Background: an optimization exercise with open tools, aiming at small area. Do not read the settings as production practice.
In this exercise RTL edits were held to simulation tests only and were not proved equivalent to the original.
Power is estimated from default activity; no workload was simulated.

### flow/constraint.sdc
create_clock -name core_clock -period 40.0 [get_ports {Clk}]
set_input_delay 8.0000 -clock core_clock [delete_from_list [all_inputs] [get_ports {Clk}]]
set_output_delay 8.0000 -clock core_clock [all_outputs]
set_load 0.01 [all_outputs]
### flow/design.v
`timescale 1ns/1ps
module midi_uart_rx (
  input logic Clk,
  input logic reset,
  input logic midi_in,
  output logic [7:0] rx_byte,
  output logic rx_valid
);
  localparam logic [9:0] HALF_BIT = 10'd353;  
  localparam logic [9:0] FULL_BIT = 10'd357;  
  localparam logic [9:0] BAUD_END = 10'd190;
  localparam logic [3:0] IDLE = 4'd10;
  logic [1:0] sync;  
  logic line_d;
  logic [9:0] baud;
  logic [3:0] bit_cnt;  
  logic [3:0] bit_inc;
  logic idle;
  logic sample_now;
  logic [7:0] shift;
  assign idle = bit_cnt[3] & bit_cnt[1];  
  assign sample_now = !idle && (baud == BAUD_END);
  assign rx_valid = sample_now && bit_cnt[3] && bit_cnt[0] && sync[1];  
  assign rx_byte = shift;
  assign bit_inc = {bit_cnt[3] ^ (bit_cnt[2] & bit_cnt[1] & bit_cnt[0]),
                    bit_cnt[2] ^ (bit_cnt[1] & bit_cnt[0]),
                    bit_cnt[1] ^ bit_cnt[0],
                    ~bit_cnt[0]};
  always_ff @(posedge Clk) begin
    if (reset) begin
      sync <= 2'b11;
      line_d <= 1'b1;
      bit_cnt <= IDLE;
    end else begin
      sync <= {sync[0], midi_in};
      line_d <= sync[1];
      if (idle) begin
        if (line_d && !sync[1]) bit_cnt <= '0;  
      end else if (sample_now) begin
        if (bit_cnt == 4'd0 && sync[1]) bit_cnt <= IDLE;  
        else bit_cnt <= bit_inc;  
      end
    end
  end
  always_ff @(posedge Clk) begin
    if (idle) baud <= HALF_BIT;
    else if (sample_now) baud <= FULL_BIT;
    else baud <= {baud[8:0], baud[9] ^ baud[6]};
  end
  always_ff @(posedge Clk) begin
    if (sample_now && !(bit_cnt[3] && bit_cnt[0])) begin
      shift <= {sync[1], shift[7:1]};
    end
  end
endmodule
`timescale 1ns/1ps
module midi_parser (
  input logic Clk,
  input logic reset,
  input logic [7:0] rx_byte,
  input logic rx_valid,
  output logic ev_valid,
  output logic ev_cmd,  
  output logic [6:0] ev_note
);
  localparam logic [1:0] WAIT_STATUS = 2'd0;
  localparam logic [1:0] WAIT_NOTE = 2'd1;
  localparam logic [1:0] WAIT_VEL = 2'd2;
  logic [1:0] state;
  logic run_on;  
  logic is_status;
  logic is_system;
  logic is_note;
  assign is_status = rx_byte[7];
  assign is_system = (rx_byte[7:4] == 4'hF);
  assign is_note = (rx_byte[7:5] == 3'b100);
  assign ev_cmd = !(run_on && (rx_byte[6:0] != 7'd0));  
  always_ff @(posedge Clk) begin
    if (reset) begin
      state <= WAIT_STATUS;
      ev_valid <= 1'b0;
    end else begin
      ev_valid <= rx_valid && !is_status && (state == WAIT_VEL);
      if (rx_valid) begin
        if (is_status) begin
          if (!is_system) begin
            state <= is_note ? WAIT_NOTE : WAIT_STATUS;
          end
        end else begin
          case (state)
            WAIT_NOTE: state <= WAIT_VEL;
            WAIT_VEL: state <= WAIT_NOTE;
            default: state <= WAIT_STATUS;
          endcase
        end
      end
    end
  end
  always_ff @(posedge Clk) begin
    if (rx_valid && is_status && is_note) begin
      run_on <= rx_byte[4];
    end
    if (rx_valid && !is_status && state == WAIT_NOTE) begin
      ev_note <= rx_byte[6:0];
    end
  end
endmodule
`timescale 1ns/1ps
module voice_alloc (
  input logic Clk,
  input logic reset,
  input logic ev_valid,
  input logic ev_cmd,  
  input logic [6:0] ev_note,
  input logic [1:0] vis,
  input logic [6:0] cur_note,  
  output logic [4-1:0] voice_active,
  output logic [1:0] wr_slot,
  output logic wr_pend
);
  localparam logic NOTE_ON = 1'b0;
  localparam logic NOTE_OFF = 1'b1;
  localparam logic [1:0] SCAN_IDLE = 2'd0;
  localparam logic [1:0] SCAN_MATCH = 2'd1;
  localparam logic [1:0] SCAN_FREE = 2'd2;
  localparam logic [1:0] SCAN_START = 2'd3;  
  logic [1:0] state;
  logic [1:0] idx;
  logic [4-1:0] match;
  logic hit;
  logic slot_free;
  logic at_last;
  assign wr_slot = idx;
  assign hit = voice_active[idx] && match[idx];
  always_ff @(posedge Clk) begin
    for (int i = 0; i < 4; i++) begin
      if (vis == 2'(i)) match[i] <= (cur_note == ev_note);
    end
  end
  assign slot_free = !voice_active[idx];
  assign at_last = (idx == 2'd3);
  always_ff @(posedge Clk) begin
    if (reset) begin
      state <= SCAN_IDLE;
      idx <= '0;
      voice_active <= '0;
      wr_pend <= 1'b0;
    end else begin
      if (wr_pend && vis == idx) wr_pend <= 1'b0;
      case (state)
        SCAN_IDLE: begin
          if (ev_valid) state <= SCAN_START;
        end
        SCAN_START: begin
          state <= SCAN_MATCH;
          idx <= '0;
        end
        SCAN_MATCH: begin
          if (hit) begin
            if (ev_cmd == NOTE_OFF) voice_active[idx] <= 1'b0;
            state <= SCAN_IDLE;
          end else if (!at_last) begin
            idx <= idx + 1'b1;
          end else if (ev_cmd == NOTE_ON) begin
            state <= SCAN_FREE;
            idx <= '0;
          end else begin
            state <= SCAN_IDLE;
          end
        end
        SCAN_FREE: begin
          if (slot_free) begin
            voice_active[idx] <= 1'b1;
            wr_pend <= 1'b1;
            state <= SCAN_IDLE;
          end else if (!at_last) begin
            idx <= idx + 1'b1;
          end else begin
            state <= SCAN_IDLE;
          end
        end
      endcase
    end
  end
endmodule
`timescale 1ns/1ps
module voice_osc (
  input logic Clk,
  input logic reset,
  input logic [4-1:0] voice_active,
  input logic [6:0] new_note,
  input logic [1:0] wr_slot,
  input logic wr_pend,
  output logic [1:0] vis,
  output logic [6:0] cur_note,  
  output logic signed [18-1:0] mix_sample,
  output logic mix_valid,
  output logic signed [18-1:0] held
);
  logic [24-1:0] ph0, ph1, ph2, ph3;  
  logic [6:0] nt0, nt1, nt2, nt3;  
  logic first;  
  logic cur_active;
  logic [24-1:0] inc;
  logic [24-1:0] psum;
  logic [24:0] pc;
  logic [24-1:0] next_phase;
  logic [7:0] addr;
  logic [14:0] qmag;
  logic neg;
  logic [18-1:0] addend;
  logic [18-1:0] part;
  logic [18:0] fc;
  logic [18-1:0] fsum;
  logic signed [18-1:0] frame;
  assign cur_note = (wr_pend && wr_slot == vis) ? new_note : nt0;
  assign cur_active = voice_active[vis];
  logic [13:0] inc14;
  inc_net u_inc (.a(cur_note), .y(inc14));  
  assign inc = 24'(inc14);
  always_comb begin
    pc[0] = 1'b0;
    for (int i = 0; i < 24; i++) begin
      psum[i] = ph0[i] ^ inc[i] ^ pc[i];
      pc[i+1] = (ph0[i] & inc[i]) | (pc[i] & (ph0[i] ^ inc[i]));
    end
  end
  assign next_phase = cur_active ? psum : '0;  
  always_ff @(posedge Clk) begin
    ph0 <= ph1;
    ph1 <= ph2;
    ph2 <= ph3;
    ph3 <= next_phase;
    nt0 <= nt1;
    nt1 <= nt2;
    nt2 <= nt3;
    nt3 <= cur_note;
  end
  assign addr = ph2[24-1 -: 8];
  assign neg = addr[7];
  qsin_net u_sin (.u(addr[6:0]), .y(qmag));  
  assign addend = {{3{neg}}, qmag ^ {15{neg}}};  
  assign mix_valid = (vis == 2'd2) && !first;
  assign part = (vis == 2'd2) ? '0 : frame;  
  always_comb begin
    fc[0] = neg;
    for (int i = 0; i < 18; i++) begin
      fsum[i] = part[i] ^ addend[i] ^ fc[i];
      fc[i+1] = (part[i] & addend[i]) | (fc[i] & (part[i] ^ addend[i]));
    end
  end
  assign mix_sample = mix_valid ? frame : held;
  always_ff @(posedge Clk) begin
    if (reset) begin
      vis <= '0;
      first <= 1'b1;
      frame <= '0;
      held <= '0;
    end else begin
      vis <= vis + 1'b1;
      if (vis == 2'd2) first <= 1'b0;
      frame <= first ? '0 : fsum;
      if (mix_valid) held <= frame;
    end
  end
endmodule
module qsin_net (input logic [6:0] u, output logic [14:0] y);
  logic n0;
  logic n1;
  logic n2;
  logic n3;
  logic n4;
  logic n5;
  logic n6;
  logic n7;
  logic n8;
  logic n9;
  logic n10;
  logic n11;
  logic n12;
  logic n13;
  logic n14;
  logic n15;
  logic n16;
  logic n17;
  logic n18;
  logic n19;
  logic n20;
  logic n21;
  logic n22;
  logic n23;
  logic n24;
  logic n25;
  logic n26;
  logic n27;
  logic n28;
  logic n29;
  logic n30;
  logic n31;
  logic n32;
  logic n33;
  logic n34;
  logic n35;
  logic n36;
  logic n37;
  logic n38;
  logic n39;
  logic n40;
  logic n41;
  logic n42;
  logic n43;
  logic n44;
  logic n45;
  logic n46;
  logic n47;
  logic n48;
  logic n49;
  logic n50;
  logic n51;
  logic n52;
  logic n53;
  logic n54;
  logic n55;
  logic n56;
  logic n57;
  logic n58;
  logic n59;
  logic n60;
  logic n61;
  logic n62;
  logic n63;
  logic n64;
  logic n65;
  logic n66;
  logic n67;
  logic n68;
  logic n69;
  logic n70;
  logic n71;
  logic n72;
  logic n73;
  logic n74;
  logic n75;
  logic n76;
  logic n77;
  logic n78;
  logic n79;
  logic n80;
  logic n81;
  logic n82;
  logic n83;
  logic n84;
  logic n85;
  logic n86;
  logic n87;
  logic n88;
  logic n89;
  logic n90;
  logic n91;
  logic n92;
  logic n93;
  logic n94;
  logic n95;
  logic n96;
  logic n97;
  logic n98;
  logic n99;
  logic n100;
  logic n101;
  logic n102;
  logic n103;
  logic n104;
  logic n105;
  logic n106;
  logic n107;
  logic n108;
  logic n109;
  logic n110;
  logic n111;
  logic n112;
  logic n113;
  logic n114;
  logic n115;
  logic n116;
  logic n117;
  logic n118;
  logic n119;
  logic n120;
  logic n121;
  logic n122;
  logic n123;
  logic n124;
  logic n125;
  logic n126;
  logic n127;
  logic n128;
  logic n129;
  logic n130;
  logic n131;
  logic n132;
  logic n133;
  logic n134;
  logic n135;
  logic n136;
  logic n137;
  logic n138;
  logic n139;
  logic n140;
  logic n141;
  logic n142;
  logic n143;
  logic n144;
  logic n145;
  logic n146;
  logic n147;
  logic n148;
  logic n149;
  logic n150;
  logic n151;
  logic n152;
  logic n153;
  logic n154;
  logic n155;
  logic n156;
  logic n157;
  logic n158;
  logic n159;
  logic n160;
  logic n161;
  logic n162;
  logic n163;
  logic n164;
  logic n165;
  logic n166;
  logic n167;
  logic n168;
  logic n169;
  logic n170;
  logic n171;
  logic n172;
  logic n173;
  logic n174;
  logic n175;
  logic n176;
  logic n177;
  logic n178;
  logic n179;
  logic n180;
  logic n181;
  logic n182;
  logic n183;
  logic n184;
  logic n185;
  logic n186;
  logic n187;
  logic n188;
  logic n189;
  logic n190;
  logic n191;
  logic n192;
  logic n193;
  logic n194;
  logic n195;
  logic n196;
  logic n197;
  logic n198;
  logic n199;
  logic n200;
  logic n201;
  logic n202;
  logic n203;
  logic n204;
  logic n205;
  logic n206;
  logic n207;
  logic n208;
  logic n209;
  logic n210;
  logic n211;
  logic n212;
  logic n213;
  logic n214;
  logic n215;
  logic n216;
  logic n217;
  logic n218;
  logic n219;
  logic n220;
  logic n221;
  logic n222;
  logic n223;
  logic n224;
  logic n225;
  logic n226;
  logic n227;
  logic n228;
  logic n229;
  logic n230;
  logic n231;
  logic n232;
  logic n233;
  logic n234;
  logic n235;
  logic n236;
  logic n237;
  logic n238;
  logic n239;
  logic n240;
  logic n241;
  logic n242;
  logic n243;
  logic n244;
  logic n245;
  logic n246;
  logic n247;
  logic n248;
  logic n249;
  logic n250;
  logic n251;
  logic n252;
  logic n253;
  logic n254;
  logic n255;
  logic n256;
  logic n257;
  logic n258;
  logic n259;
  assign n211 = n210 & n195;
  assign n212 = ~(n211 | n208);
  assign n213 = n212 & ~n185;
  assign n214 = ~(n213 | n207);
  assign n215 = n144 & ~u[4];
  assign n216 = ~n215 & u[6];
  assign n217 = ~(n216 | u[5]);
  assign n218 = n216 & u[5];
  assign n219 = ~(n218 | n217);
  assign n220 = n205 & n195;
  assign n221 = ~n220 & n219;
  assign n222 = n217 & u[6];
  assign n223 = ~(n222 | n221);
  assign y[13] = ~n223 | n214;
  assign n224 = ~(n199 | n195);
  assign n225 = ~n224 & n185;
  assign n226 = n225 & n221;
  assign n227 = ~n224 & n212;
  assign n228 = ~(n227 | n185);
  assign n229 = n212 & n207;
  assign n230 = ~(n229 | n219);
  assign n231 = n230 & ~n228;
  assign n232 = ~(n231 | n226);
  assign y[12] = n232 | n222;
  assign n233 = ~(n203 | n199);
  assign n234 = n203 & n199;
  assign n235 = ~(n234 | n233);
  assign n236 = ~n235 & n195;
  assign n237 = n236 & ~n185;
  assign n238 = ~n237 & n219;
  assign n239 = ~n199 & u[0];
  assign n240 = n239 & n203;
  assign n241 = ~n240 & n195;
  assign n242 = n241 & ~n205;
  assign n243 = ~n242 & n225;
  assign n244 = ~(n243 | n213);
  assign n245 = n244 & n238;
  assign n246 = n199 & ~u[0];
  assign n247 = ~(n246 | n195);
  assign n248 = n247 & ~n240;
  assign n249 = ~u[0] & u[1];
  assign n250 = ~(n249 | n209);
  assign n251 = n250 & n248;
  assign n252 = ~n251 & n185;
  assign n253 = ~(n199 | u[0]);
  assign n254 = ~(n239 | n134);
  assign n255 = ~(n254 | n203);
  assign n256 = n255 & ~n195;
  assign n257 = ~(n256 | n185);
  assign n258 = n257 & ~n253;
  assign n259 = ~(n258 | n252);
  assign n0 = ~(n259 | n195);
  assign n1 = ~(n212 | n205);
  assign n2 = ~(n1 | n219);
  assign n3 = n2 & ~n0;
  assign n4 = ~(n3 | n245);
  assign y[11] = n4 | n222;
  assign n5 = n204 & n199;
  assign n6 = ~(n5 | n255);
  assign n7 = n6 & ~n195;
  assign n8 = ~n249 & n195;
  assign n9 = n8 & ~n239;
  assign n10 = ~n9 & n185;
  assign n11 = ~(n195 | u[0]);
  assign n12 = n11 & n235;
  assign n13 = ~n12 & n10;
  assign n14 = n13 & n7;
  assign n15 = ~n249 & n199;
  assign n16 = ~(n15 | n212);
  assign n17 = ~(n250 | n199);
  assign n18 = ~(n17 | n15);
  assign n19 = n18 & n195;
  assign n20 = ~(n233 | n185);
  assign n21 = ~(n239 | n195);
  assign n22 = n21 & ~n209;
  assign n23 = n22 & n20;
  assign n24 = ~(n23 | n19);
  assign n25 = n24 & ~n16;
  assign n26 = n25 & ~n14;
  assign n27 = ~(n26 | n219);
  assign n28 = ~n250 & n195;
  assign n29 = ~n28 & n185;
  assign n30 = n203 & ~n195;
  assign n31 = n30 & ~n253;
  assign n32 = ~n31 & n29;
  assign n33 = ~n32 & n238;
  assign n34 = ~(n33 | n222);
  assign y[10] = ~n34 | n27;
  assign n35 = n195 & u[0];
  assign n36 = n18 & ~n195;
  assign n37 = ~(n36 | n35);
  assign n38 = ~n37 & n185;
  assign n39 = ~(n250 | n195);
  assign n40 = ~(n39 | n185);
  assign n41 = ~(n208 | n206);
  assign n42 = n41 & n40;
  assign n43 = ~(n42 | n38);
  assign n44 = ~n43 & n219;
  assign n45 = n6 & n212;
  assign n46 = n250 & ~n212;
  assign n47 = ~(n46 | n185);
  assign n48 = n47 & ~n45;
  assign n49 = ~(n222 | n219);
  assign n50 = ~n234 & n185;
  assign n51 = ~(n50 | n10);
  assign n52 = ~(n35 | n203);
  assign n53 = ~(n52 | n51);
  assign n54 = ~n53 & n49;
  assign n55 = n54 & ~n48;
  assign y[9] = ~(n55 | n44);
  assign n56 = ~(n239 | n123);
  assign n57 = ~n242 & n185;
  assign n58 = n57 & ~n28;
  assign n59 = n58 & n56;
  assign n60 = ~n212 & u[0];
  assign n61 = ~(n256 | n206);
  assign n62 = n61 & ~n60;
  assign n63 = ~(n62 | n185);
  assign n64 = ~(n63 | n59);
  assign n65 = ~n64 & n219;
  assign n66 = ~(n31 | n19);
  assign n67 = ~(n66 | n185);
  assign n68 = ~n11 & n185;
  assign n69 = n68 & ~n60;
  assign n70 = ~(n69 | n219);
  assign n71 = n70 & ~n67;
  assign n72 = ~(n71 | n222);
  assign y[8] = ~n72 | n65;
  assign n73 = n58 & ~n7;
  assign n74 = ~n250 & n224;
  assign n75 = ~n74 & n248;
  assign n76 = ~(n75 | n241);
  assign n77 = ~(n76 | n185);
  assign n78 = ~n77 & n219;
  assign n79 = n78 & ~n73;
  assign n80 = n56 & ~n36;
  assign n81 = ~(n80 | n185);
  assign n82 = ~(n57 | n219);
  assign n83 = n82 & ~n81;
  assign n84 = ~(n83 | n222);
  assign y[7] = ~n84 | n79;
  assign n85 = n224 & ~n209;
  assign n86 = ~(n85 | n16);
  assign n87 = n86 & ~n35;
  assign n88 = ~(n87 | n185);
  assign n89 = ~(n75 | n250);
  assign n90 = ~n89 & n252;
  assign n91 = ~n90 & n219;
  assign n92 = n91 & ~n88;
  assign n93 = n6 & n195;
  assign n94 = ~(n93 | n74);
  assign n95 = ~(n94 | n185);
  assign n96 = ~(n240 | n134);
  assign n97 = n96 & n10;
  assign n98 = ~(n97 | n219);
  assign n99 = n98 & ~n95;
  assign n100 = ~(n99 | n92);
  assign y[6] = n100 | n222;
  assign n101 = ~n254 & n195;
  assign n102 = ~(n101 | n248);
  assign n103 = n102 & ~n39;
  assign n104 = n103 & ~n51;
  assign n105 = ~(n185 | n123);
  assign n106 = n105 & ~n242;
  assign n107 = n106 & n86;
  assign n108 = ~n107 & n49;
  assign n109 = n108 & ~n104;
  assign n110 = n93 & n235;
  assign n111 = n60 & ~n199;
  assign n112 = ~(n21 | n185);
  assign n113 = n112 & ~n111;
  assign n114 = n113 & ~n110;
  assign n115 = ~n13 & n219;
  assign n116 = n115 & ~n114;
  assign y[5] = ~(n116 | n109);
  assign n117 = ~(n224 | n185);
  assign n118 = n117 & ~n8;
  assign n119 = n80 & ~n195;
  assign n120 = n119 & n210;
  assign n121 = ~(n119 | n210);
  assign n122 = ~n121 & n185;
  assign n124 = n122 & ~n120;
  assign n125 = ~(n124 | n118);
  assign n126 = ~(n125 | n219);
  assign n127 = n7 & ~n185;
  assign n128 = ~n102 & n185;
  assign n129 = ~n246 & n195;
  assign n130 = n129 & n20;
  assign n131 = ~n130 & n219;
  assign n132 = n131 & ~n128;
  assign n133 = n132 & ~n127;
  assign n135 = ~(n133 | n126);
  assign y[4] = n135 | n222;
  assign n136 = ~n5 & n195;
  assign n137 = n136 & ~n17;
  assign n138 = ~(n137 | n247);
  assign n139 = ~(n138 | n114);
  assign n140 = ~(n139 | n219);
  assign n141 = n136 & ~n253;
  assign n142 = ~(n141 | n117);
  assign n143 = n142 & ~n75;
  assign n145 = n15 & ~n185;
  assign n146 = ~n145 & n219;
  assign n147 = n146 & ~n143;
  assign n148 = ~(n147 | n222);
  assign y[3] = ~n148 | n140;
  assign n149 = ~(n228 | n199);
  assign n150 = n46 & n199;
  assign n151 = n40 & ~n17;
  assign n152 = n151 & ~n150;
  assign n153 = n152 & ~n149;
  assign n155 = ~(n129 | n22);
  assign n156 = ~n155 & n29;
  assign n157 = ~n156 & n49;
  assign n158 = n157 & ~n153;
  assign n159 = n86 & ~n228;
  assign n160 = n159 & n78;
  assign y[2] = ~(n160 | n158);
  assign n161 = ~(n5 | n236);
  assign n162 = ~n161 & n185;
  assign n163 = n21 & ~n234;
  assign n165 = ~(n211 | n185);
  assign n166 = n165 & ~n163;
  assign n167 = n166 & ~n111;
  assign n168 = ~(n167 | n162);
  assign n169 = ~n168 & n219;
  assign n170 = ~(n56 | n211);
  assign n171 = n170 & n94;
  assign n172 = ~n171 & n185;
  assign n173 = ~(n172 | n257);
  assign n174 = ~(n110 | n219);
  assign n176 = n174 & ~n173;
  assign n177 = ~(n176 | n169);
  assign y[1] = n177 | n222;
  assign n178 = ~(n253 | n212);
  assign n179 = ~(n104 | n68);
  assign n180 = ~(n179 | n178);
  assign n181 = n213 & ~n205;
  assign n182 = ~(n181 | n180);
  assign n183 = ~n182 & n219;
  assign n184 = n9 & n197;
  assign n186 = ~n74 & n50;
  assign n187 = n186 & ~n184;
  assign n188 = n112 & ~n1;
  assign n189 = ~(n188 | n219);
  assign n190 = n189 & ~n187;
  assign n191 = ~(n190 | n222);
  assign y[0] = ~n191 | n183;
  assign y[14] = ~n49 | n213;
  assign n123 = ~(u[0] | u[1]);
  assign n134 = n123 & ~u[2];
  assign n144 = n134 & ~u[3];
  assign n154 = ~n144 & u[6];
  assign n164 = ~n154 & u[4];
  assign n175 = n154 & ~u[4];
  assign n185 = ~(n175 | n164);
  assign n192 = ~n134 & u[6];
  assign n193 = ~n192 & u[3];
  assign n194 = n192 & ~u[3];
  assign n195 = ~(n194 | n193);
  assign n196 = ~n123 & u[6];
  assign n197 = ~n196 & u[2];
  assign n198 = n196 & ~u[2];
  assign n199 = ~(n198 | n197);
  assign n200 = u[0] & u[6];
  assign n201 = ~(n200 | u[1]);
  assign n202 = n200 & u[1];
  assign n203 = ~(n202 | n201);
  assign n204 = n203 & u[0];
  assign n205 = ~n204 & n199;
  assign n206 = ~(n205 | n195);
  assign n207 = ~n206 & n185;
  assign n208 = ~n203 & n195;
  assign n209 = ~n203 & u[0];
  assign n210 = ~n209 & n199;
endmodule
module inc_net (input logic [6:0] a, output logic [13:0] y);
  logic n0;
  logic n1;
  logic n2;
  logic n3;
  logic n4;
  logic n5;
  logic n6;
  logic n7;
  logic n8;
  logic n9;
  logic n10;
  logic n11;
  logic n12;
  logic n13;
  logic n14;
  logic n15;
  logic n16;
  logic n17;
  logic n18;
  logic n19;
  logic n20;
  logic n21;
  logic n22;
  logic n23;
  logic n24;
  logic n25;
  logic n26;
  logic n27;
  logic n28;
  logic n29;
  logic n30;
  logic n31;
  logic n32;
  logic n33;
  logic n34;
  logic n35;
  logic n36;
  logic n37;
  logic n38;
  logic n39;
  logic n40;
  logic n41;
  logic n42;
  logic n43;
  logic n44;
  logic n45;
  logic n46;
  logic n47;
  logic n48;
  logic n49;
  logic n50;
  logic n51;
  logic n52;
  logic n53;
  logic n54;
  logic n55;
  logic n56;
  logic n57;
  logic n58;
  logic n59;
  logic n60;
  logic n61;
  logic n62;
  logic n63;
  logic n64;
  logic n65;
  logic n66;
  logic n67;
  logic n68;
  logic n69;
  logic n70;
  logic n71;
  logic n72;
  logic n73;
  logic n74;
  logic n75;
  logic n76;
  logic n77;
  logic n78;
  logic n79;
  logic n80;
  logic n81;
  logic n82;
  logic n83;
  logic n84;
  logic n85;
  logic n86;
  logic n87;
  logic n88;
  logic n89;
  logic n90;
  logic n91;
  logic n92;
  logic n93;
  logic n94;
  logic n95;
  logic n96;
  logic n97;
  logic n98;
  logic n99;
  logic n100;
  logic n101;
  logic n102;
  logic n103;
  logic n104;
  logic n105;
  logic n106;
  logic n107;
  logic n108;
  logic n109;
  logic n110;
  logic n111;
  logic n112;
  logic n113;
  logic n114;
  logic n115;
  logic n116;
  logic n117;
  logic n118;
  logic n119;
  logic n120;
  logic n121;
  logic n122;
  logic n123;
  logic n124;
  logic n125;
  logic n126;
  logic n127;
  logic n128;
  logic n129;
  logic n130;
  logic n131;
  logic n132;
  logic n133;
  logic n134;
  logic n135;
  logic n136;
  logic n137;
  logic n138;
  logic n139;
  logic n140;
  logic n141;
  logic n142;
  logic n143;
  logic n144;
  logic n145;
  logic n146;
  logic n147;
  logic n148;
  logic n149;
  logic n150;
  logic n151;
  logic n152;
  logic n153;
  logic n154;
  logic n155;
  logic n156;
  logic n157;
  logic n158;
  logic n159;
  logic n160;
  logic n161;
  logic n162;
  logic n163;
  logic n164;
  logic n165;
  logic n166;
  logic n167;
  logic n168;
  logic n169;
  logic n170;
  logic n171;
  logic n172;
  logic n173;
  logic n174;
  logic n175;
  logic n176;
  logic n177;
  logic n178;
  logic n179;
  logic n180;
  logic n181;
  assign n105 = a[6] & ~a[5];
  assign n106 = ~a[6] & a[5];
  assign n107 = n106 & a[4];
  assign n108 = ~(n107 | n105);
  assign n109 = ~n106 & a[4];
  assign n110 = ~(n109 | n105);
  assign n111 = ~n110 & a[3];
  assign n112 = ~n105 & a[4];
  assign n113 = ~(n106 | a[4]);
  assign n114 = ~(n113 | n112);
  assign n115 = ~(n114 | n111);
  assign n116 = ~n114 & a[3];
  assign n117 = n114 & ~a[3];
  assign n118 = ~(n117 | n116);
  assign n119 = ~(n118 | n111);
  assign n120 = n119 & a[2];
  assign n121 = n110 & ~a[3];
  assign n122 = ~n121 & n118;
  assign n123 = ~(n122 | n120);
  assign n124 = ~n123 & n115;
  assign n125 = n123 & ~n115;
  assign n126 = ~(n125 | n124);
  assign n127 = ~(n126 | n108);
  assign n128 = ~n125 & n106;
  assign n129 = ~(n128 | n127);
  assign n130 = n129 & ~a[6];
  assign n131 = a[0] & a[1];
  assign n132 = ~n122 & a[2];
  assign n133 = n122 & ~a[2];
  assign n134 = ~(n133 | n132);
  assign n135 = ~(n134 | n120);
  assign n136 = n135 & n131;
  assign n137 = ~(n119 | a[2]);
  assign n138 = ~(n137 | n132);
  assign n139 = ~(n138 | n136);
  assign n140 = n125 & n108;
  assign n141 = n140 & ~n139;
  assign y[13] = n141 & ~n130;
  assign n142 = ~(a[0] | a[1]);
  assign n143 = ~(n138 | n135);
  assign n144 = ~n143 & a[0];
  assign n145 = n143 & ~a[0];
  assign n146 = ~(n145 | n144);
  assign n147 = ~n146 & a[1];
  assign n148 = ~n135 & n131;
  assign n149 = ~(n148 | n142);
  assign n150 = ~n149 & n146;
  assign n151 = ~(n150 | n147);
  assign n152 = n151 & ~n135;
  assign n153 = ~n138 & a[1];
  assign n154 = ~(n153 | n152);
  assign n155 = ~(n154 | n146);
  assign n156 = ~(n155 | n142);
  assign n157 = ~n156 & n123;
  assign n158 = ~(n142 | n136);
  assign n159 = ~(n158 | n138);
  assign n160 = ~(n159 | n156);
  assign n161 = ~n138 & n131;
  assign n162 = ~(n161 | n160);
  assign n163 = n162 & ~n123;
  assign n164 = ~(n163 | n157);
  assign n165 = ~n164 & n126;
  assign n166 = ~(n135 | a[1]);
  assign n167 = ~(n166 | n144);
  assign n168 = ~(n167 | n123);
  assign n169 = ~(n146 | n135);
  assign n170 = ~(n169 | n159);
  assign n171 = ~n170 & n123;
  assign n172 = ~(n171 | n168);
  assign n173 = ~(n172 | n126);
  assign n174 = ~(n173 | n165);
  assign n175 = n174 & ~n129;
  assign n176 = n146 & n123;
  assign n177 = n151 & ~n123;
  assign n178 = ~(n177 | n176);
  assign n179 = ~(n178 | n126);
  assign n180 = n139 & ~n123;
  assign n181 = ~(n166 | n136);
  assign n0 = n181 & ~n152;
  assign n1 = n0 & ~n122;
  assign n2 = ~(n1 | n180);
  assign n3 = ~n2 & n126;
  assign n4 = ~(n3 | n179);
  assign n5 = ~n4 & n129;
  assign n6 = ~n139 & n123;
  assign n7 = n6 & n105;
  assign n8 = ~(n7 | n5);
  assign n9 = n8 & n130;
  assign n10 = ~n147 & a[0];
  assign n11 = ~n10 & n123;
  assign n12 = n154 & ~n123;
  assign n13 = ~(n12 | n11);
  assign n14 = ~(n13 | n126);
  assign n15 = n143 & ~n131;
  assign n16 = ~n15 & n158;
  assign n17 = ~n16 & n123;
  assign n18 = ~(n153 | a[0]);
  assign n19 = ~(n18 | n161);
  assign n20 = ~(n19 | n135);
  assign n21 = ~(n20 | n123);
  assign n22 = ~(n21 | n17);
  assign n23 = n22 & n126;
  assign n24 = n129 & a[6];
  assign n25 = n24 & ~n23;
  assign n26 = n25 & ~n14;
  assign n27 = ~(n26 | n9);
  assign y[1] = n27 & ~n175;
  assign n28 = ~n167 & n123;
  assign n29 = ~(n156 | n123);
  assign n30 = ~(n29 | n28);
  assign n31 = n30 & ~n126;
  assign n32 = n146 & ~n123;
  assign n33 = n162 & n123;
  assign n34 = ~(n33 | n32);
  assign n35 = n34 & n126;
  assign n36 = ~(n35 | n31);
  assign n37 = n36 & ~n129;
  assign n38 = ~(n6 | n180);
  assign n39 = n38 & n126;
  assign n40 = ~n151 & n123;
  assign n41 = ~(n0 | n123);
  assign n42 = ~(n41 | n40);
  assign n43 = n42 & ~n126;
  assign n44 = ~(n43 | n39);
  assign n45 = ~n44 & n130;
  assign n46 = ~(n16 | n123);
  assign n47 = ~n154 & n123;
  assign n48 = ~(n47 | n46);
  assign n49 = ~(n48 | n126);
  assign n50 = n170 & ~n123;
  assign n51 = ~n20 & n123;
  assign n52 = ~(n51 | n50);
  assign n53 = ~n52 & n126;
  assign n54 = ~n127 & a[6];
  assign n55 = n54 & ~n53;
  assign n56 = n55 & ~n49;
  assign n57 = ~(n56 | n45);
  assign y[2] = ~n57 | n37;
  assign n58 = n42 & n126;
  assign n59 = ~(n34 | n126);
  assign n60 = ~(n59 | n58);
  assign n61 = ~n60 & n129;
  assign n62 = n38 & n127;
  assign n63 = ~(n62 | n61);
  assign y[8] = ~(n63 | n130);
  assign n64 = n4 & ~n129;
  assign n65 = ~n174 & a[6];
  assign n66 = ~n141 & n129;
  assign n67 = n66 & ~n65;
  assign y[5] = ~(n67 | n64);
  assign y[10] = n54 & ~n44;
  assign n68 = n6 & n126;
  assign n69 = ~(n2 | n126);
  assign n70 = ~(n69 | n68);
  assign n71 = ~(n70 | n129);
  assign n72 = ~n178 & n126;
  assign n73 = ~(n164 | n126);
  assign n74 = ~(n73 | n72);
  assign n75 = ~n74 & n54;
  assign y[7] = n75 | n71;
  assign n76 = n63 & n130;
  assign n77 = ~n30 & n126;
  assign n78 = n52 & ~n126;
  assign n79 = ~(n78 | n77);
  assign n80 = n79 & ~n129;
  assign n81 = n48 & n126;
  assign n82 = ~n10 & n124;
  assign n83 = ~n166 & n125;
  assign n84 = n83 & ~n149;
  assign n85 = ~n84 & n129;
  assign n86 = n85 & ~n130;
  assign n87 = n86 & ~n82;
  assign n88 = n87 & ~n81;
  assign n89 = ~(n88 | n80);
  assign y[0] = n89 & ~n76;
  assign n90 = ~(n60 | n129);
  assign n91 = ~n79 & n54;
  assign n92 = n130 & ~n126;
  assign n93 = n92 & n38;
  assign n94 = ~(n93 | n91);
  assign y[4] = ~n94 | n90;
  assign n95 = n54 & ~n126;
  assign y[12] = n95 & n38;
  assign y[9] = ~(n8 | n130);
  assign n96 = ~(n44 | n129);
  assign n97 = n54 & n36;
  assign y[6] = n97 | n96;
  assign n98 = ~(n74 | n129);
  assign n99 = ~n70 & n130;
  assign n100 = n172 & n126;
  assign n101 = ~(n22 | n126);
  assign n102 = ~n101 & n54;
  assign n103 = n102 & ~n100;
  assign n104 = ~(n103 | n99);
  assign y[3] = ~n104 | n98;
  assign y[11] = ~n70 & n54;
endmodule
`timescale 1ns/1ps
module sigma_delta_dac (
  input logic Clk,
  input logic reset,
  input logic signed [18-1:0] held,  
  output logic pdm_out
);
  logic [18-1:0] acc;
  logic [18-1:0] level;
  logic [18:0] c;
  logic [18-1:0] sum;
  assign level = {~held[18-1], held[18-2:0]};  
  always_comb begin
    c[0] = 1'b0;
    for (int i = 0; i < 18; i++) begin
      sum[i] = acc[i] ^ level[i] ^ c[i];
      c[i+1] = (acc[i] & level[i]) | (c[i] & (acc[i] ^ level[i]));
    end
  end
  always_ff @(posedge Clk) begin
    if (reset) begin
      acc <= '0;
      pdm_out <= 1'b0;
    end else begin
      acc <= sum;
      pdm_out <= c[18];
    end
  end
endmodule
`timescale 1ns/1ps
module synth_top (
  input logic Clk,
  input logic reset,
  input logic midi_in,
  output logic pdm_out,
  output logic [4-1:0] voice_active,
  output logic signed [18-1:0] mix_sample,
  output logic mix_valid
);
  logic [7:0] rx_byte;
  logic rx_valid;
  logic ev_valid;
  logic ev_cmd;
  logic [6:0] ev_note;
  logic [1:0] vis;
  logic [6:0] cur_note;
  logic [1:0] wr_slot;
  logic wr_pend;
  logic signed [18-1:0] held;
  midi_uart_rx u_rx (
    .Clk(Clk),
    .reset(reset),
    .midi_in(midi_in),
    .rx_byte(rx_byte),
    .rx_valid(rx_valid)
  );
  midi_parser u_parser (
    .Clk(Clk),
    .reset(reset),
    .rx_byte(rx_byte),
    .rx_valid(rx_valid),
    .ev_valid(ev_valid),
    .ev_cmd(ev_cmd),
    .ev_note(ev_note)
  );
  voice_alloc u_alloc (
    .Clk(Clk),
    .reset(reset),
    .ev_valid(ev_valid),
    .ev_cmd(ev_cmd),
    .ev_note(ev_note),
    .vis(vis),
    .cur_note(cur_note),
    .voice_active(voice_active),
    .wr_slot(wr_slot),
    .wr_pend(wr_pend)
  );
  voice_osc u_osc (
    .Clk(Clk),
    .reset(reset),
    .voice_active(voice_active),
    .new_note(ev_note),
    .wr_slot(wr_slot),
    .wr_pend(wr_pend),
    .vis(vis),
    .cur_note(cur_note),
    .mix_sample(mix_sample),
    .mix_valid(mix_valid),
    .held(held)
  );
  sigma_delta_dac u_dac (
    .Clk(Clk),
    .reset(reset),
    .held(held),
    .pdm_out(pdm_out)
  );
endmodule
### flow/flow/filtlib.py
#!/usr/bin/env python3
# filtlib.py in.lib out.lib [--keep] pattern... : drop the cells whose name matches
# (or, with --keep, every cell but those); a trailing * matches a prefix
import sys, re
src = open(sys.argv[1]).read()
pats = sys.argv[3:]
keep_only = bool(pats) and pats[0] == '--keep'
if keep_only:
    pats = pats[1:]
def match(n):
    return any(n.startswith(p[:-1]) if p.endswith('*') else n == p for p in pats)
def drop(n):
    return not match(n) if keep_only else match(n)
pos = 0; res = []
it = re.finditer(r'\n(\s*)cell\s*\(\s*"?([\w]+)"?\s*\)\s*\{', src)
for m in it:
    if m.start() < pos: continue
    # find matching brace
    depth = 0; j = m.end() - 1
    while True:
        c = src[j]
        if c == '{': depth += 1
        elif c == '}':
            depth -= 1
            if depth == 0: break
        j += 1
    if drop(m.group(2)):
        res.append(src[pos:m.start()]); pos = j + 1
res.append(src[pos:])
open(sys.argv[2], 'w').write(''.join(res))
### flow/config.mk
export PLATFORM = sky130hd
export DESIGN_NAME = synth_top
export DESIGN_NICKNAME = synth_top
export VERILOG_FILES = /design/flow/design.v
export SDC_FILE = /design/flow/constraint.sdc
export NUM_CORES = 4
export LEC_CHECK = 0
export ABC_AREA = 1
export CAP_MARGIN = 20
export CORE_MARGIN = 2
export CORE_UTILIZATION = 40
export CTS_BUF_LIST = sky130_fd_sc_hd__clkbuf_4
export CTS_CLUSTER_DIAMETER = 50
export CTS_CLUSTER_SIZE = 8
export SLEW_MARGIN = 20
### flow/flow/remap.tcl
# Re-map the combinational logic of the standard synthesis netlist with a
# stronger ABC script. Registers, adder cells and tie cells stay exactly as
# the standard synthesis made them (same instances, names and cell types).
yosys -import
set lib $::env(REMAP_LIB)
# combinational cells as logic, kept cells as black boxes
read_liberty -ignore_miss_func $::env(REMAP_COMB_LIB)
read_liberty -lib $::env(REMAP_KEEP_LIB)
read_verilog $::env(REMAP_IN)
hierarchy -top $::env(FLOW_TOP)
flatten -noscopeinfo
opt_clean -purge
tee -o $::env(REMAP_OUT).pre_stat.txt stat -liberty $lib
abc -liberty $lib -script $::env(REMAP_ABC)
setundef -zero
splitnets
opt_clean -purge
hilomap -singleton -hicell sky130_fd_sc_hd__conb_1 HI -locell sky130_fd_sc_hd__conb_1 LO
insbuf -buf sky130_fd_sc_hd__buf_1 A X
opt_clean -purge
tee -o $::env(REMAP_OUT).stat.txt stat -liberty $lib
select $::env(FLOW_TOP)
write_verilog -noattr -nohex -nodec -selected $::env(REMAP_OUT)
# check the written netlist against the full library
design -reset
read_liberty -lib $lib
read_verilog $::env(REMAP_OUT)
hierarchy -check -top $::env(FLOW_TOP)
check -assert -mapped
### flow/standard.sh
#!/bin/bash
# synth_recipe.tcl (not shown) runs the flow's synth.tcl, then flattens the netlist and writes it again
# the make line also repeats each setting of config.mk as NAME=value (left out here)
make -C /OpenROAD-flow-scripts/flow DESIGN_CONFIG=/design/flow/config.mk WORK_HOME=/design/flow/orfs CLKGATE_MAP_FILE= SYNTH_SCRIPT=/design/flow/synth_recipe.tcl "${@:-finish}"
### flow/flow/run.sh
#!/bin/bash
# Standard synthesis, then the combinational logic is re-mapped with a
# stronger ABC script (registers untouched), then the standard layout steps,
# with no dummy clock loads and buf_1 port buffers.
set -euo pipefail
HERE=$(pwd)
RES=$HERE/orfs/results/$FLOW_PLATFORM/synth_top/base
YOSYS=${YOSYS_EXE:-$FLOW_HOME/../tools/install/yosys/bin/yosys}
[ -x "$YOSYS" ] || YOSYS=yosys
LIB=$FLOW_HOME/platforms/$FLOW_PLATFORM/lib/sky130_fd_sc_hd__tt_025C_1v80.lib

bash standard.sh synth > std_synth.log 2>&1

# liberty without the platform's dont-use cells, for ABC
DONT_USE=$(sed -n '/^export DONT_USE_CELLS += /,/^#/p' $FLOW_HOME/platforms/$FLOW_PLATFORM/config.mk | grep -oE "sky130_fd_sc_hd__[a-z0-9_]+" | tr '\n' ' ')
python3 flow/filtlib.py $LIB remap.lib $DONT_USE > filtlib.log 2>&1
# cells kept as they are: registers, adder cells and tie cells
KEEP='sky130_fd_sc_hd__df* sky130_fd_sc_hd__edf* sky130_fd_sc_hd__sdf* sky130_fd_sc_hd__sedf* sky130_fd_sc_hd__dl* sky130_fd_sc_hd__fa_* sky130_fd_sc_hd__fah* sky130_fd_sc_hd__ha_* sky130_fd_sc_hd__conb_*'
python3 flow/filtlib.py remap.lib remap_comb.lib $KEEP >> filtlib.log 2>&1
python3 flow/filtlib.py remap.lib remap_keep.lib --keep $KEEP >> filtlib.log 2>&1

cp $RES/1_2_yosys.v yosys_standard.v
# a few ABC scripts in parallel; the smallest netlist is used
NF='&get,-n;&dch,-f;&nf,-p,-R,1000;&put'
SCRIPTS=(
  "+strash;$NF"
  "+strash;$NF;strash;$NF"
  "+strash;&get,-n;&deepsyn,-T,300;&put;$NF"
  "+strash;&get,-n;&deepsyn,-T,600,-S,3;&put;$NF"
)
for i in "${!SCRIPTS[@]}"; do
  REMAP_ABC="${SCRIPTS[$i]}" REMAP_LIB=$HERE/remap.lib REMAP_COMB_LIB=$HERE/remap_comb.lib REMAP_KEEP_LIB=$HERE/remap_keep.lib \
    REMAP_IN=$HERE/yosys_standard.v REMAP_OUT=$HERE/yosys_remap_$i.v \
    $YOSYS -c flow/remap.tcl > remap_$i.log 2>&1 &
done
wait
best=""; best_area=""
for i in "${!SCRIPTS[@]}"; do
  [ -f yosys_remap_$i.v ] && grep -q "Found and reported 0 problems" remap_$i.log || continue
  area=$(grep "Chip area for module" yosys_remap_$i.v.stat.txt | awk '{print $NF}')
  echo "script $i: area $area: ${SCRIPTS[$i]}" >> remap_choice.log
  if [ -z "$best" ] || awk "BEGIN{exit !($area < $best_area)}"; then best=$i; best_area=$area; fi
done
[ -n "$best" ] || { echo "no remap succeeded" >&2; exit 1; }
echo "chosen: script $best" >> remap_choice.log
cp yosys_remap_$best.v yosys_remap.v
cp yosys_remap.v $RES/1_2_yosys.v
rm -f $RES/1_synth.odb $RES/1_synth.sdc

bash standard.sh \
  "CTS_ARGS=-sink_clustering_enable -repair_clock_nets -dont_use_dummy_load -sink_clustering_size 10 -sink_clustering_max_diameter 60 -buf_list sky130_fd_sc_hd__clkbuf_4" \
  "BUFFER_PORTS_ARGS=-buffer_cell sky130_fd_sc_hd__buf_1" \
  finish > std_finish.log 2>&1

# the filtered libraries are large and only inputs; keep the logs
rm -f remap.lib remap_comb.lib remap_keep.lib
==> summary.txt, run 1 <==
Required @ worst endpoint=between 40 and 50 ns; Worst Setup End Kind=flop; drt first pass iters=5; post-route setup TNS=0 ns; layout cells sized above 1=0.0440; first-pass GRT wire length=29.8 mm; power per cell area=71.0 nW/µm²; Syn Std Cell Area=9470 µm²; CTS clk-pin slew, worst paths=approximately 0.10 ns; final hold violations=0; yosys synthesis warning count=5; clock sinks=231; die footprint=24,900 µm²; CP max-delay cell=o21ai_0; IR drop worst, VDD=0.0000472 V; core area=23,300 µm²; pin count of the biggest net entering global routing=between 60 and 70; IO Pins=27; RSZ-0062 raised after global routing=no; CTS Buffer Depth=3; CTS tree=built; crit-path most repeated cell=fa_1; Pleak=between 3 and 4 nW; crit path DAT=12.60 ns; Avg Cell Area, Syn=10.6 µm²; status=no timing/DRC/antenna violations; routability cong.=between 0.8 and 0.9; Starting Density=0.406; initial antenna violation count=1; Clk Latency, worst-skew pair=a little under 0.7 ns; Slew Viols, Final=0; Via density=4.98; Final setup viols=0; initial DRC count=about 360; Hold WC Path Type=reg -> reg; Via Count=between 6,000 and 7,000; vias in the first global route=around 6,000; CTS resizes=0; Worst slew margin=0.306; Critical Path Max Stage Delay=0.69 ns; Die Span X=158 µm; Die H=158 µm; Period Utilization, post-route=0.303; HPWL Detailed=12.8 mm; Post-Synthesis Cells=894; Detail Route Antenna Nets=0; met1 wire length=8.79 mm; H-Tree Depth=1; Avg WL per Cell=14.1 µm; DRC viols=0; final WL=between 15 and 20 mm; Slew @ Worst Pin=1.02 ns; Min Hold Slack=0.237 ns; post-CTS setup buffers=0; clk_skew=0.122 ns; clock root buffer=clkbuf_4; CTS buffer count=28; highest routed metal layer=met4; GRT overflow=0; synthesized net count=977; min Tclk post-route=12.11 ns; crit path kind=reg -> reg; num rows=56; f_max=82.6 MHz; CP Launch Type=flop; met2 wire length=around 7.6 mm; Nets=1,040; overall routing resource usage=0.148; met3 wire length=1.07 mm; port buffer count=26; Hold-fix buffers, CTS=0; Max-cap violations=0; Area Overhead vs Synth=8.21%; Critical Path Fanout Max=9
[path summary, 6_finish.rpt]
check | from | to | slack [ns] | cells after the start
hold reg to reg | u_osc.nt1[1] | u_osc.nt0[1] | 0.24 | 0
setup reg to reg | u_alloc.idx[1] | u_osc.ph3[23] | 27.89 | 49
setup / recovery | u_alloc.idx[1] | u_osc.ph3[23] | 27.89 | 49
hold / removal | u_osc.nt1[1] | u_osc.nt0[1] | 0.24 | 0
[sequential cells by signal, indices dropped and copies added (netlist names), 8 cells and up, named ones only]
name         count
u_osc.ph0       24
u_osc.ph1       24
u_osc.ph2       24
u_osc.ph3       24
u_dac.acc       18
u_osc.frame     18
u_osc.held      18
u_rx.baud       10
u_rx.shift       8
[critical path: cells and delay by family (launching register included)]
kind / cells / cell delay, ns
XOR/XNOR: 2 / 0.33
multiplexers: 1 / 0.19
buffers and inverters: 5 / 0.38
flip-flops: 1 / 0.53
AO/OA/AOI/OAI: 10 / 2.48
adder cells (fa/ha/maj): 24 / 6.33
AND/OR/NAND/NOR: 7 / 1.69
[layout by cell type (no fill, tap or decap), types with 3 or more instances in the layout]
master / count
o22ai_1: 4
fa_1: 46
o21ai_0: 44
a31oi_1: 7
a21oi_1: 54
o311ai_0: 3
mux2_1: 20
a211oi_1: 12
and2_0: 29
buf_1: 25
nor3b_1: 4
dfxtp_1: 211
nor3_1: 11
xnor2_1: 21
nand3_1: 16
a32oi_1: 4
o31ai_1: 5
nor2b_1: 54
xor2_1: 10
edfxtp_1: 20
or3_1: 6
nor2_1: 79
ha_1: 34
clkinv_1: 49
nand2b_1: 12
clkbuf_4: 28
buf_4: 11
a22oi_1: 6
or2_0: 5
nand2_1: 83
mux2i_1: 9
[cell type report]
class / count / area, µm²
Clock buffer: 28 / 210
Antenna cell: 1 / 2.50
Multi-Input combinational cell: 610 / 4450
Sequential cell: 231 / 4820
Tap cell: 319 / 399
Timing Repair Buffer: 37 / 181
Fill cell: 2221 / 13100
Inverter: 49 / 184
[where the power goes]
group | internal [mW] | leakage, nW | total, mW | switching [mW]
registers | 0.262 | 1.90 | 0.275 | 0.0129
clock network | 0.0320 | 0.129 | 0.0998 | 0.0677
logic | 0.127 | 1.87 | 0.353 | 0.225
[per-stage QoR]
stage	instances	instance area [µm²]	util	power (mW)	setup slack (ns)
final	1275	10300	0.439	0.728	27.89
after global routing	1275	10300	0.439	0.798	26.85
after CTS	1274	10200	0.439	0.732	27.84
after detailed placement	1246	10000	0.430	0.627	27.89
after global placement	1246	10000	0.430	0.631	28.19
after floorplan	894	9470	-	0.540	29.01
[metal layers]
metal  GRT usage  vias up
met5           0        -
met4      0.0506        0
met3      0.0266       40
met2       0.220      210
met1       0.215     2922
li1            -     3175
==> inputs of run 2 (changes only) <==
--- a/flow/design.v
+++ b/flow/design.v
@@ -255,13 +255,14 @@
       vis <= '0;
       first <= 1'b1;
-      frame <= '0;
       held <= '0;
     end else begin
       vis <= vis + 1'b1;
       if (vis == 2'd2) first <= 1'b0;
-      frame <= first ? '0 : fsum;
       if (mix_valid) held <= frame;
     end
   end
+  always_ff @(posedge Clk) begin
+    frame <= fsum;
+  end
 endmodule
 module qsin_net (input logic [6:0] u, output logic [14:0] y);
==> run 2 against run 1 <==
Against the previous run:
- clock skew shrank 0.0036 ns
- critical endpoint is now u_osc.ph3[22]
- highest routed layer unchanged
- synthesized area is essentially flat
- still clean on timing, DRC and antenna
- clock-buffer cell count grew 1
==> summary.txt, run 2 <==
status=no timing/DRC/antenna violations (unchanged); crit-path most repeated cell=fa_1 (unchanged); overall routing resource usage=0.145 (was 0.148); CTS tree=built (unchanged); Die Span X=158 µm (about the same); H-Tree Depth=1 (unchanged); IR drop worst, VDD=0.0000340 V (was 0.0000472 V); Avg Cell Area, Syn=10.6 µm² (about the same); final hold violations=0 (unchanged); vias in the first global route=5,903 (was 6,005); DRC viols=0 (unchanged); Avg WL per Cell=14.1 µm (about the same); GRT overflow=0 (unchanged); R2R depth=54 (was 49); footprint of the multi-input gates=4410 µm² (was 4450 µm²); die footprint=24,900 µm² (about the same); Slew Viols, Final=0 (unchanged); post-CTS setup buffers=0 (unchanged); Layout Utilization=0.438 (was 0.439); drt first pass iters=7 (was 5); CP max-delay cell=o21ai_0 (unchanged); Detail Route Antenna Nets=0 (unchanged); CTS resizes=0 (unchanged); initial antenna violation count=1 (unchanged); port buffer count=26 (unchanged); min Tclk post-route=12.74 ns (was 12.11 ns); Hold Crit Depth=0 (unchanged); f_max=78.5 MHz (was 82.6 MHz); Via Count=6,301 (was 6,347); Nets=1,033 (was 1,040); Fillers=2,204 (was 2,221); Post-Synthesis Cells=890 (was 894); power per cell area=61.5 nW/µm² (was 71.0 nW/µm²); Pleak=3.95 nW (was 3.89 nW); clk_skew=0.119 ns (was 0.122 ns); synthesized net count=973 (was 977); Area Overhead vs Synth=8.06% (was 8.21%); core area=23,300 µm² (unchanged); placed cell area=10,000 µm² (about the same); Worst R2R Setup Slack=27.26 ns (was 27.89 ns); most frequent cells in the layout=dfxtp_1, nor2_1, nand2_1 (was dfxtp_1, nand2_1, nor2_1); Critical Path Fanout Max=13 (was 9); Worst Setup End Kind=flop (unchanged); Clk Latency, worst-skew pair=0.67 ns (was 0.68 ns); Die H=158 µm (about the same); CP Launch Type=flop (unchanged); pin count of the biggest net entering global routing=60 (was 61); post-route cell area=10,200 µm² (was 10,300 µm²); CTS buffer count=29 (was 28); yosys synthesis warning count=5 (unchanged); clock root buffer=clkbuf_4 (unchanged); Worst slew margin=0.318 (was 0.306); Slew @ Worst Pin=1.02 ns (about the same); RSZ-0062 raised after global routing=no (unchanged); Required @ worst endpoint=40.51 ns (was 40.49 ns); FF+latch area=4820 µm² (unchanged); post-route setup TNS=0 ns (unchanged); CTS clk-pin slew, worst paths=0.10 ns (about the same); final WL=17.9 mm (was 18.0 mm); Period Utilization, post-route=0.319 (was 0.303); crit path kind=reg -> reg (unchanged); Syn Std Cell Area=9470 µm² (about the same); Max-cap violations=0 (unchanged); first-pass GRT wire length=29.0 mm (was 29.8 mm); Starting Density=0.406 (about the same); layout cells sized above 1=0.0422 (was 0.0440); Critical Path Max Stage Delay=0.75 ns (was 0.69 ns); Min Hold Slack=0.274 ns (was 0.237 ns); HPWL Detailed=13.0 mm (was 12.8 mm); commonest non-fill, non-tap cell in the layout=dfxtp_1 (unchanged); fin worst setup slack=27.26 ns (was 27.89 ns); initial DRC count=598 (was 358); crit path DAT=13.25 ns (was 12.60 ns); IO Pins=27 (unchanged); CTS Buffer Depth=3 (unchanged); routability cong.=0.894 (was 0.897); Hold WC Path Type=reg -> reg (unchanged); num rows=56 (unchanged); Via density=4.97 (was 4.98); Hold-fix buffers, CTS=0 (unchanged); clock sinks=231 (unchanged); pre-CTS WS=27.26 ns (was 27.89 ns); Final setup viols=0 (unchanged)
## run 2: final timing paths
path	start	end
max	u_alloc.idx[1]	u_osc.ph3[22]
min	u_osc.ph1[18]	u_osc.ph0[18]
max reg2reg	u_alloc.idx[1]	u_osc.ph3[22]
min reg2reg	u_osc.ph1[18]	u_osc.ph0[18]
## run 2: stage by stage
stage | instances | power (mW)
5_1_grt | 1268 | 0.680
4_1_cts | 1267 | 0.636
2_1_floorplan | 890 | 0.468
6_report | 1268 | 0.629
3_5_place_dp | 1238 | 0.530
3_3_place_gp | 1238 | 0.532
## run 2: layout make-up
class | instances | share of cell area
multi-input combinational | 594 | 0.431
timing repair buffer | 33 | 0.0148
sequential | 231 | 0.472
antenna | 1 | 0.000245
inverter | 61 | 0.0224
clock buffer | 29 | 0.0213
tap | 319 | 0.0390
## run 2: power by group
group	leakage [nW]	total, mW	switching, mW	internal, mW
registers	1.89	0.273	0.0122	0.261
clock network	0.133	0.102	0.0690	0.0331
logic	1.92	0.254	0.160	0.0933
## run 2: routing by layer
metal,up-vias,GRT usage,part of all wire
met1,2967,0.205,0.48
met3,41,0.0290,0.056
met2,163,0.225,0.44
li1,3130,-,-
met4,0,0.0442,0.022
met5,-,0,0
## run 2: worst max-delay path, delay by kind of cell, from the launching register on
family / cells / cell delay [ns]
AO/OA/AOI/OAI: 9 / 2.61
XOR/XNOR: 2 / 0.33
adder cells (fa/ha/maj): 24 / 6.37
buffers and inverters: 6 / 0.47
flip-flops: 1 / 0.53
multiplexers: 1 / 0.21
AND/OR/NAND/NOR: 12 / 2.10
==> inputs of run 3 (changes only) <==
--- a/flow/flow/run.sh
+++ b/flow/flow/run.sh
@@ -25,7 +25,4 @@
 SCRIPTS=(
   "+strash;$NF"
-  "+strash;$NF;strash;$NF"
-  "+strash;&get,-n;&deepsyn,-T,300;&put;$NF"
-  "+strash;&get,-n;&deepsyn,-T,600,-S,3;&put;$NF"
 )
 for i in "${!SCRIPTS[@]}"; do
--- a/flow/config.mk
+++ b/flow/config.mk
@@ -10,6 +10,3 @@
 export CORE_MARGIN = 2
 export CORE_UTILIZATION = 40
-export CTS_BUF_LIST = sky130_fd_sc_hd__clkbuf_4
-export CTS_CLUSTER_DIAMETER = 50
-export CTS_CLUSTER_SIZE = 8
 export SLEW_MARGIN = 20
==> run 3 against run 2 <==
Against the previous run:
- first-iteration DRC count down 36%
- maximum frequency is 4.3% higher
- register-to-register slack improved by 0.52 ns
- via count rose by 1.3%
- still clean on timing, DRC and antenna
- core utilization up 0.14 points
- cell count grew 1.7%
- critical endpoint unchanged
- die area grew 0.62%
- wire length rose by 3.7%
- clock skew shrank 0.016 ns
- sequential share of layout area down 0.29 points
==> summary.txt, run 3 <==
num rows=56 (unchanged); min Tclk post-route=12.22 ns (was 12.74 ns); DRC viols=0 (unchanged); CP Launch Type=flop (unchanged); Hold WC Path Type=reg -> reg (unchanged); CTS resizes=0 (unchanged); clock sinks=231 (unchanged); cell internal pwr=0.409 mW (was 0.388 mW); f_max=81.8 MHz (was 78.5 MHz); part of the power in registers=0.383 (was 0.435); Via Count=6,386 (was 6,301); Hold-fix buffers, CTS=0 (unchanged); IR drop worst, VDD=0.0000504 V (was 0.0000340 V); vias in the first global route=6,170 (was 5,903); commonest non-fill, non-tap cell in the layout=dfxtp_1 (unchanged); FF+latch area=4820 µm² (unchanged); footprint of the multi-input gates=4470 µm² (was 4410 µm²); Clk Latency, worst-skew pair=0.68 ns (was 0.67 ns); routability cong.=0.901 (was 0.894); Critical Path Max Stage Delay=0.91 ns (was 0.75 ns); Avg WL per Cell=14.4 µm (was 14.1 µm); CTS tree=built (unchanged); Worst R2R Start=u_alloc.idx[0] (was u_alloc.idx[1]); initial antenna violation count=1 (unchanged); RSZ-0062 raised after global routing=no (unchanged); CTS buffer count=28 (was 29); Die Span X=158 µm (about the same); Hold Crit Start=u_osc.ph1[20] (was u_osc.ph1[18]); CTS clk-pin slew, worst paths=0.10 ns (about the same); GRT overflow=0 (unchanged); CTS Buffer Depth=3 (unchanged); CP max-delay cell=ha_1 (was o21ai_0); clock network power share=0.144 (was 0.162); Syn Std Cell Area=9530 µm² (was 9470 µm²); Slew Viols, Final=0 (unchanged); Post-Synthesis Cells=911 (was 890); Layout Utilization=0.440 (was 0.438); combinational power share=0.473 (was 0.403); synthesized net count=994 (was 973); Slew @ Worst Pin=1.04 ns (was 1.02 ns); Total Power=0.706 mW (was 0.629 mW); Avg Cell Area, Syn=10.5 µm² (was 10.6 µm²); Via density=4.95 (was 4.97); IO Pins=27 (unchanged); Required @ worst endpoint=40.48 ns (was 40.51 ns); Psw=0.297 mW (was 0.242 mW); port buffer count=26 (unchanged); fin worst setup slack=27.78 ns (was 27.26 ns); yosys synthesis warning count=5 (unchanged); status=no timing/DRC/antenna violations (unchanged); Area Overhead vs Synth=8.05% (was 8.06%); HPWL Detailed=13.4 mm (was 13.0 mm); Pleak=3.96 nW (was 3.95 nW); layout cells sized above 1=0.0423 (was 0.0422); overall routing resource usage=0.154 (was 0.145); Detail Route Antenna Nets=0 (unchanged); clk_skew=0.103 ns (was 0.119 ns); Period Utilization, post-route=0.305 (was 0.319); reg-to-reg endpoint=u_osc.ph3[22] (unchanged); Fillers=2,253 (was 2,204); Worst R2R Setup Slack=27.78 ns (was 27.26 ns); power per cell area=68.6 nW/µm² (was 61.5 nW/µm²); crit-path most repeated cell=fa_1 (unchanged); initial DRC count=381 (was 598); Hold Path End=u_osc.ph0[20] (was u_osc.ph0[18]); final WL=18.6 mm (was 17.9 mm); R2R depth=43 (was 54); post-CTS setup buffers=0 (unchanged); Critical Path Fanout Max=27 (was 13); most frequent cells in the layout=dfxtp_1, nor2_1, nand2_1 (unchanged); first-pass GRT wire length=30.9 mm (was 29.0 mm); Hold Crit Depth=0 (unchanged); Worst Setup End Kind=flop (unchanged); clock root buffer=clkbuf_4 (unchanged); switch share=0.420 (was 0.384); die footprint=25,100 µm² (was 24,900 µm²); final hold violations=0 (unchanged); pre-CTS WS=27.84 ns (was 27.26 ns); pin count of the biggest net entering global routing=60 (unchanged); Final setup viols=0 (unchanged); post-route setup TNS=0 ns (unchanged); Max-cap violations=0 (unchanged); Worst slew margin=0.306 (was 0.318); Nets=1,055 (was 1,033); drt first pass iters=5 (was 7); crit path kind=reg -> reg (unchanged); core area=23,400 µm² (was 23,300 µm²); H-Tree Depth=1 (unchanged); Starting Density=0.407 (was 0.406); crit path DAT=12.70 ns (was 13.25 ns); Die H=158 µm (about the same)
-- run 3: worst max-delay path by stage --
stage / startpoint / end / slack [ns] / cells after the start
3_3_place_gp: u_alloc.idx[1] / u_osc.ph3[22] / 28.10 / 43
2_1_floorplan: u_alloc.idx[1] / u_osc.ph3[22] / 28.88 / 46
3_5_place_dp: u_alloc.idx[1] / u_osc.ph3[22] / 27.84 / 43
6_report: u_alloc.idx[0] / u_osc.ph3[22] / 27.78 / 43
5_1_grt: u_alloc.idx[1] / u_osc.ph3[22] / 26.62 / 43
4_1_cts: u_alloc.idx[1] / u_osc.ph3[22] / 27.78 / 43
-- run 3: final cells by class --
cell class,instances,area share
Tap cell,319,0.0388
Sequential cell,231,0.469
Timing Repair Buffer,35,0.0162
Inverter,58,0.0211
Antenna cell,1,0.000243
Multi-Input combinational cell,618,0.435
Clock buffer,28,0.0204
-- run 3: per-stage QoR --
stage,cell area (µm²),hold WS (ns),cells
2_1_floorplan,9530,0.310,911
3_3_place_gp,10100,0.310,1261
3_5_place_dp,10100,0.312,1261
4_1_cts,10300,0.252,1289
5_1_grt,10300,0.251,1290
6_report,10300,0.237,1290
-- run 3: power by group through the flow --
stage	combinational (mW)	clock [mW]	sequential, mW
finish	0.334	0.102	0.270
detailed placement	0.328	0	0.276
floorplan	0.251	0	0.272
global route	0.383	0.116	0.273
global placement	0.336	0	0.275
CTS	0.332	0.108	0.271
-- run 3: worst max-delay path, delay by kind of cell (launching register included) --
kind	cells	cell delay (ns)
buf+inv	4	0.69
fa+ha+maj	23	6.87
compound gates	3	0.71
xor+xnor	2	0.31
flops	1	0.56
simple gates	11	2.85
-- run 3: metal layers --
layer / routed length (µm) / up-vias / track usage
met3: 893 / 41 / 0.0237
met5: 0 / - / 0
met1: 9330 / 2977 / 0.225
met4: 422 / 0 / 0.0498
met2: 7930 / 159 / 0.235
li1: - / 3209 / -
==> inputs of run 4 (changes only) <==
--- a/flow/config.mk
+++ b/flow/config.mk
@@ -9,4 +9,5 @@
 export CAP_MARGIN = 20
 export CORE_MARGIN = 2
-export CORE_UTILIZATION = 40
+export CORE_UTILIZATION = 70
+export PLACE_DENSITY = 0.78
 export SLEW_MARGIN = 20
==> run 4 against run 3 <==
Against the previous run:
- still clean
- global-route usage increased by 15 points
- core utilization increased by 32 points
- power increased by 2.2%
- clock power about the same
- register-to-register slack got worse by 0.47 ns
- combinational power increased by 4%
- cell area decreased by 2.0%
- clock skew decreased by 0.036 ns
- sequential share of layout area increased by 0.97 points
- die area decreased by 42%
- via count increased by 5.6%
- worst hold slack improved by 0.022 ns
- highest routed layer unchanged
==> summary.txt, run 4 <==
CP max-delay cell=ha_1 (unchanged); CTS clk-pin slew, worst paths=0.10 ns (about the same); CP Launch Type=flop (unchanged); drt first pass iters=5 (unchanged); Critical Path Fanout Max=27 (unchanged); Worst R2R Setup Slack=27.31 ns (was 27.78 ns); clock root buffer=clkbuf_4 (unchanged); Via Count=6,742 (was 6,386); H-Tree Depth=1 (unchanged); pre-CTS WS=27.24 ns (was 27.84 ns); Period Utilization, post-route=0.317 (was 0.305); crit path DAT=13.22 ns (was 12.70 ns); pin count of the biggest net entering global routing=60 (unchanged); HPWL Detailed=15.5 mm (was 13.4 mm); core area=13,200 µm² (was 23,400 µm²); most frequent cells in the layout=dfxtp_1, nor2_1, nand2_1 (unchanged); Total Power=0.721 mW (was 0.706 mW); Required @ worst endpoint=40.53 ns (was 40.48 ns); CTS Buffer Depth=3 (unchanged); Critical Path Max Stage Delay=0.93 ns (was 0.91 ns); R2R depth=47 (was 43); IR drop worst, VDD=0.000102 V (was 0.0000504 V); IO Pins=27 (unchanged); Non-Filler Instances=1,143 (was 1,290); Detail Route Antenna Nets=0 (unchanged); yosys synthesis warning count=5 (unchanged); Hold Crit Depth=0 (unchanged); synthesized net count=994 (unchanged); Layout Utilization=0.762 (was 0.440); Area Overhead vs Synth=5.87% (was 8.05%); Slew @ Worst Pin=1.06 ns (was 1.04 ns); Worst Setup End Kind=flop (unchanged); Crit path depth=47 (was 43); ant diodes=0 (was 1); layout cells sized above 1=0.0383 (was 0.0423); RSZ-0062 raised after global routing=no (unchanged); placed cell count=1,116 (was 1,261); crit path kind=reg -> reg (unchanged); Fillers=852 (was 2,253); Hold-fix buffers, CTS=0 (unchanged); post-CTS setup buffers=0 (unchanged); Syn Std Cell Area=9530 µm² (unchanged); Worst slew margin=0.291 (was 0.306); Hold WC Path Type=reg -> reg (unchanged); status=no timing/DRC/antenna violations (unchanged); placed cell area=9880 µm² (was 10,100 µm²); routability cong.=0.983 (was 0.901); Buf/Inv on CP=6 (was 4); Die H=121 µm (was 158 µm); initial DRC count=544 (was 381); f_max=78.8 MHz (was 81.8 MHz); post-route setup TNS=0 ns (unchanged); overall routing resource usage=0.301 (was 0.154); port buffer count=26 (unchanged); Post-Synthesis Cells=911 (unchanged); CTS tree=built (unchanged); power per cell area=71.5 nW/µm² (was 68.6 nW/µm²); Starting Density=0.719 (was 0.407); clk_skew=0.0672 ns (was 0.103 ns); CTS resizes=0 (unchanged); Avg Cell Area, Syn=10.5 µm² (unchanged); Slew Viols, Final=0 (unchanged); footprint of the multi-input gates=4470 µm² (about the same); Avg WL per Cell=18.3 µm (was 14.4 µm); CTS buffer count=27 (was 28); post-route cell area=10,100 µm² (was 10,300 µm²); Via density=5.90 (was 4.95); commonest non-fill, non-tap cell in the layout=dfxtp_1 (unchanged); min Tclk post-route=12.69 ns (was 12.22 ns); final WL=21.0 mm (was 18.6 mm); initial antenna violation count=0 (was 1); GRT overflow=0 (unchanged); num rows=42 (was 56); Min Hold Slack=0.259 ns (was 0.237 ns); vias in the first global route=6,845 (was 6,170); Die Span X=121 µm (was 158 µm); Top delay family on crit path=adder cells (unchanged); fin worst setup slack=27.31 ns (was 27.78 ns); Pleak=3.95 nW (was 3.96 nW); final hold violations=0 (unchanged); DRC viols=0 (unchanged); first-pass GRT wire length=34.5 mm (was 30.9 mm); Nets=1,052 (was 1,055); Final setup viols=0 (unchanged); crit-path most repeated cell=fa_1 (unchanged); die footprint=14,600 µm² (was 25,100 µm²); FF+latch area=4820 µm² (unchanged); Clk Latency, worst-skew pair=0.65 ns (was 0.68 ns); clock sinks=231 (unchanged); Max-cap violations=0 (unchanged)
==> run 4: path summary, 6_finish.rpt <==
kind,from,to
max,u_alloc.idx[0],u_osc.ph3[22]
min,u_osc.nt3[6],u_osc.nt2[6]
max reg2reg,u_alloc.idx[0],u_osc.ph3[22]
min reg2reg,u_osc.nt3[6],u_osc.nt2[6]
==> run 4: layer usage <==
metal / track usage / vias to the layer above / part of all wire
met1: 0.412 / 3189 / 0.42
met3: 0.0486 / 59 / 0.074
met2: 0.490 / 311 / 0.47
li1: - / 3183 / -
met4: 0.107 / 0 / 0.037
met5: 0 / - / 0
==> run 4: where the power goes <==
group | internal [mW] | total [mW] | switching, mW
Clock | 0.0310 | 0.0990 | 0.0680
Combinational | 0.117 | 0.349 | 0.232
Sequential | 0.260 | 0.273 | 0.0129
==> run 4: cell type report <==
| class | count | area share |
|---|---|---|
| Inverter | 58 | 0.0216 |
| Clock buffer | 27 | 0.0201 |
| Tap cell | 176 | 0.0218 |
| Multi-Input combinational cell | 618 | 0.443 |
| Timing Repair Buffer | 33 | 0.0150 |
| Sequential cell | 231 | 0.478 |
==> run 4: worst reg2reg max path: cells and delay by family (launching register included) <==
family                     cells  cell delay (ns)
buffers and inverters          6             0.91
and+or+nand+nor                8             1.98
xor gates and xnor gates       2             0.43
AOI/OAI and AO/OA              7             1.41
adders and majority gates     24             7.34
DFF                            1             0.54

## re-timing with driven ports
The results above use ideal ports. As a check the final layouts listed here were re-extracted and re-timed, cells and wires unchanged. Step 1 assumes that a clkbuf_16 drives the clock port and a buf_2 every other input. Step 2 also shifts input and output timing later by t, the mid clock arrival at the registers, as if the neighbouring blocks saw the same clock. Slacks: ideal ports / drivers / drivers and shift; pairs: ideal ports / drivers.
run | t, ns | setup WS [ns] | latest minus earliest clock arrival (ns) | slew at the worst register clock pin (ns) | pins driven straight from the clock port
run 1 | 0.661 | 27.890 / 27.890 / 27.890 | 0.122 / 0.122 | 0.11 / 0.11 | 1
run 2 | 0.649 | 27.259 / 27.259 / 27.259 | 0.119 / 0.118 | 0.11 / 0.11 | 1
run 3 | 0.666 | 27.782 / 27.782 / 27.782 | 0.105 / 0.105 | 0.11 / 0.11 | 1
run 4 | 0.656 | 27.308 / 27.308 / 27.308 | 0.071 / 0.070 | 0.13 / 0.13 | 1
After both steps setup and hold are still met in every run listed.
